This is an optimization exercise on Yosys and OpenROAD, whose aim is small area, a short achievable clock period and few clock cycles per item, not a production implementation.
RTL that was checked went through simulation tests only; none was proved equivalent to the original.
Power and IR drop assume default switching activity.

Design binary_neuron, start of the top module:
module binary_neuron (
    input  logic                    clk,
    input  logic                    reset,
    input  logic                    in_valid,
    output logic                    in_ready,
    input  logic [320:0]            in_req,
    output logic                    out_valid,
    input  logic                    out_ready,
    output logic [9:0]              out_sum
);
Size: about 1,100 cells after synthesis, roughly 160 flip-flops, about 340 I/O pins, about 0.013 mm2 of cells after synthesis.
clock: 6.0 ns
lec_check: 0
cap_margin: 20
core_margin: 2
core_utilization: 40
cts_buf_list: sky130_fd_sc_hd__clkbuf_8
slew_margin: 20
synth_hierarchical: 1
synth_minimum_keep_size: 0
standard.sh (not shown) runs the stock make flow with config.mk's settings and CLKGATE_MAP_FILE= SYNTH_SCRIPT=/design/flow/synth_recipe.tcl, a recipe that flattens the netlist after the stock synthesis.
==> flow/flow/run.sh <==
#!/bin/bash
# The standard layout (standard.sh: ORFS synthesis to final layout), with
# one change: the input and output ports are buffered with the smallest
# buffer, sky130_fd_sc_hd__buf_1, instead of the cell buffer_ports picks by
# default (clkdlybuf4s50_1).  Later repair steps may still resize them.
set -euo pipefail
export BUFFER_PORTS_ARGS="-buffer_cell sky130_fd_sc_hd__buf_1"
bash standard.sh > standard_flow.log 2>&1
Edit:
--- a/flow/design.v
+++ b/flow/design.v
@@ -724,35 +724,34 @@
     wire s501, c502;
     csa_fa u_s501 (.a(r2_c492), .b(r2_s499), .c(c494), .s(s501), .co(c502));
     wire s503 = ~(r2_c498 ^ r2_c500);
     wire c504 = r2_c498 | r2_c500;
     wire [9:0] row_a = {c504, s503, s501, s495, s481, s451, r2_s391, r2_s271, r2_s157, r2_s63};
     wire [9:0] row_b = {1'b0, c502, c496, c482, 1'b0, 1'b0, 1'b0, 1'b0, r2_s159, 1'b0};
     wire [9:0] total = row_a + row_b;
     logic         accept, pop;
-    logic [3:0] pending, pending_next;
+    logic [2:0] pending, pending_next;
     assign accept = in_valid && in_ready;
     assign pop    = out_valid && out_ready;
     always_comb begin
         case ({accept, pop})
-            2'b10:   pending_next = {pending[2:0], 1'b1};
-            2'b01:   pending_next = {1'b0, pending[3:1]};
+            2'b10:   pending_next = {pending[1:0], 1'b1};
+            2'b01:   pending_next = {1'b0, pending[2:1]};
             default: pending_next = pending;
         endcase
     end
     always_ff @(posedge clk) begin
         if (reset) begin
-            pending  <= '0;
-            in_ready <= 1'b1;
+            pending <= '0;
         end else begin
-            pending  <= pending_next;
-            in_ready <= !pending_next[3];
+            pending <= pending_next;
         end
     end
+    assign in_ready = !pending[2] || pop;
     logic [2:1] stage_valid;
     always_ff @(posedge clk) begin
         if (reset) begin
             stage_valid <= '0;
         end else begin
             stage_valid <= {stage_valid[1:1], accept};
         end
     end
@@ -858,51 +857,51 @@
         r2_c498 <= c498;
         r2_c500 <= c500;
         r2_s63 <= s63;
         r2_s157 <= s157;
         r2_s271 <= s271;
         r2_s391 <= s391;
         r2_s159 <= s159;
     end
-    logic [9:0]      q_data [0:2];
-    logic [2:0]    q_wr, q_rd, q_occ;
+    logic [9:0]      q_data [0:1];
+    logic [1:0]    q_wr, q_rd, q_occ;
     logic [9:0]      q_head;
     logic            q_empty;
     logic            result;        
     logic            head_load;     
     logic            q_push, q_pull;
     assign result    = stage_valid[2];
     assign q_empty   = !q_occ[0];
     assign head_load = !out_valid || out_ready;
     assign q_pull    = head_load && !q_empty;
     assign q_push    = result && !(head_load && q_empty);
     always_ff @(posedge clk) begin
         if (reset) begin
-            q_wr  <= 3'd1;
-            q_rd  <= 3'd1;
+            q_wr  <= 2'd1;
+            q_rd  <= 2'd1;
             q_occ <= '0;
         end else begin
-            if (q_push) q_wr <= {q_wr[1:0], q_wr[2]};
-            if (q_pull) q_rd <= {q_rd[1:0], q_rd[2]};
+            if (q_push) q_wr <= {q_wr[0:0], q_wr[1]};
+            if (q_pull) q_rd <= {q_rd[0:0], q_rd[1]};
             case ({q_push, q_pull})
-                2'b10:   q_occ <= {q_occ[1:0], 1'b1};
-                2'b01:   q_occ <= {1'b0, q_occ[2:1]};
+                2'b10:   q_occ <= {q_occ[0:0], 1'b1};
+                2'b01:   q_occ <= {1'b0, q_occ[1:1]};
                 default: ;
             endcase
         end
     end
     always_ff @(posedge clk) begin
-        for (int i = 0; i < 3; i++) begin
+        for (int i = 0; i < 2; i++) begin
             if (q_push && q_wr[i]) q_data[i] <= total;
         end
     end
     always_comb begin
         q_head = '0;
-        for (int i = 0; i < 3; i++) begin
+        for (int i = 0; i < 2; i++) begin
             q_head = q_head | (q_data[i] & {10{q_rd[i]}});
         end
     end
     always_ff @(posedge clk) begin
         if (reset) begin
             out_valid <= 1'b0;
         end else if (head_load) begin
             out_valid <= !q_empty || result;
The changed run went through all stages and came out clean.
Via count came out lower by 3.3%.
Clock-buffer cell count decreases by 4.
Setup slack loses 37 ps.
Die area came out lower by 4.1%.
Worst hold slack got worse by 10 ps.
Clock skew is about the same.
Total power goes down by 2.3%.
First-iteration DRC count goes down by 1.3%.
Combinational power stays flat.
Non-clock buffer count is unchanged.
Synthesized area fell by 4.2%.
Critical path depth does not change.
Utilization stays flat.
Final area went down by 3.6%.
Testbench counts after the change, summed over its fixed seeds: cycles 3,224, items 3,200.
Function not checked in the first run of this note: the RTL went through the layout flow alone.

separate check: timing with driven ports:
Ports are ideal in the flow. The routed layouts listed here were re-timed in OpenROAD.
Step 1: set_driving_cell puts a clkbuf_16 on clk and a buf_2 on each other input, an assumption about the parent block.
Step 2, shift: input delay + t, output delay - t, t = (earliest + latest rising clock arrival at the registers) / 2. This alone moves slack from input paths to output paths.
a / b / c = ideal / step 1 / step 2; a / b = the first two.
run | shift t [ns] | setup WS [ns] | clock arrival spread, ns | worst register clock-pin slew, ns | pins driven straight from the clock port
the first run | 0.492 | 3.002 / 3.010 / 2.518 | 0.011 / 0.011 | 0.08 / 0.08 | 1
the second run | 0.482 | 2.965 / 2.983 / 2.500 | 0.014 / 0.013 | 0.08 / 0.08 | 1
After both steps every run listed still meets setup and hold. The setup slack of the first run, which loses most, moves by +0.008 ns with the drivers and by -0.484 ns with both steps.
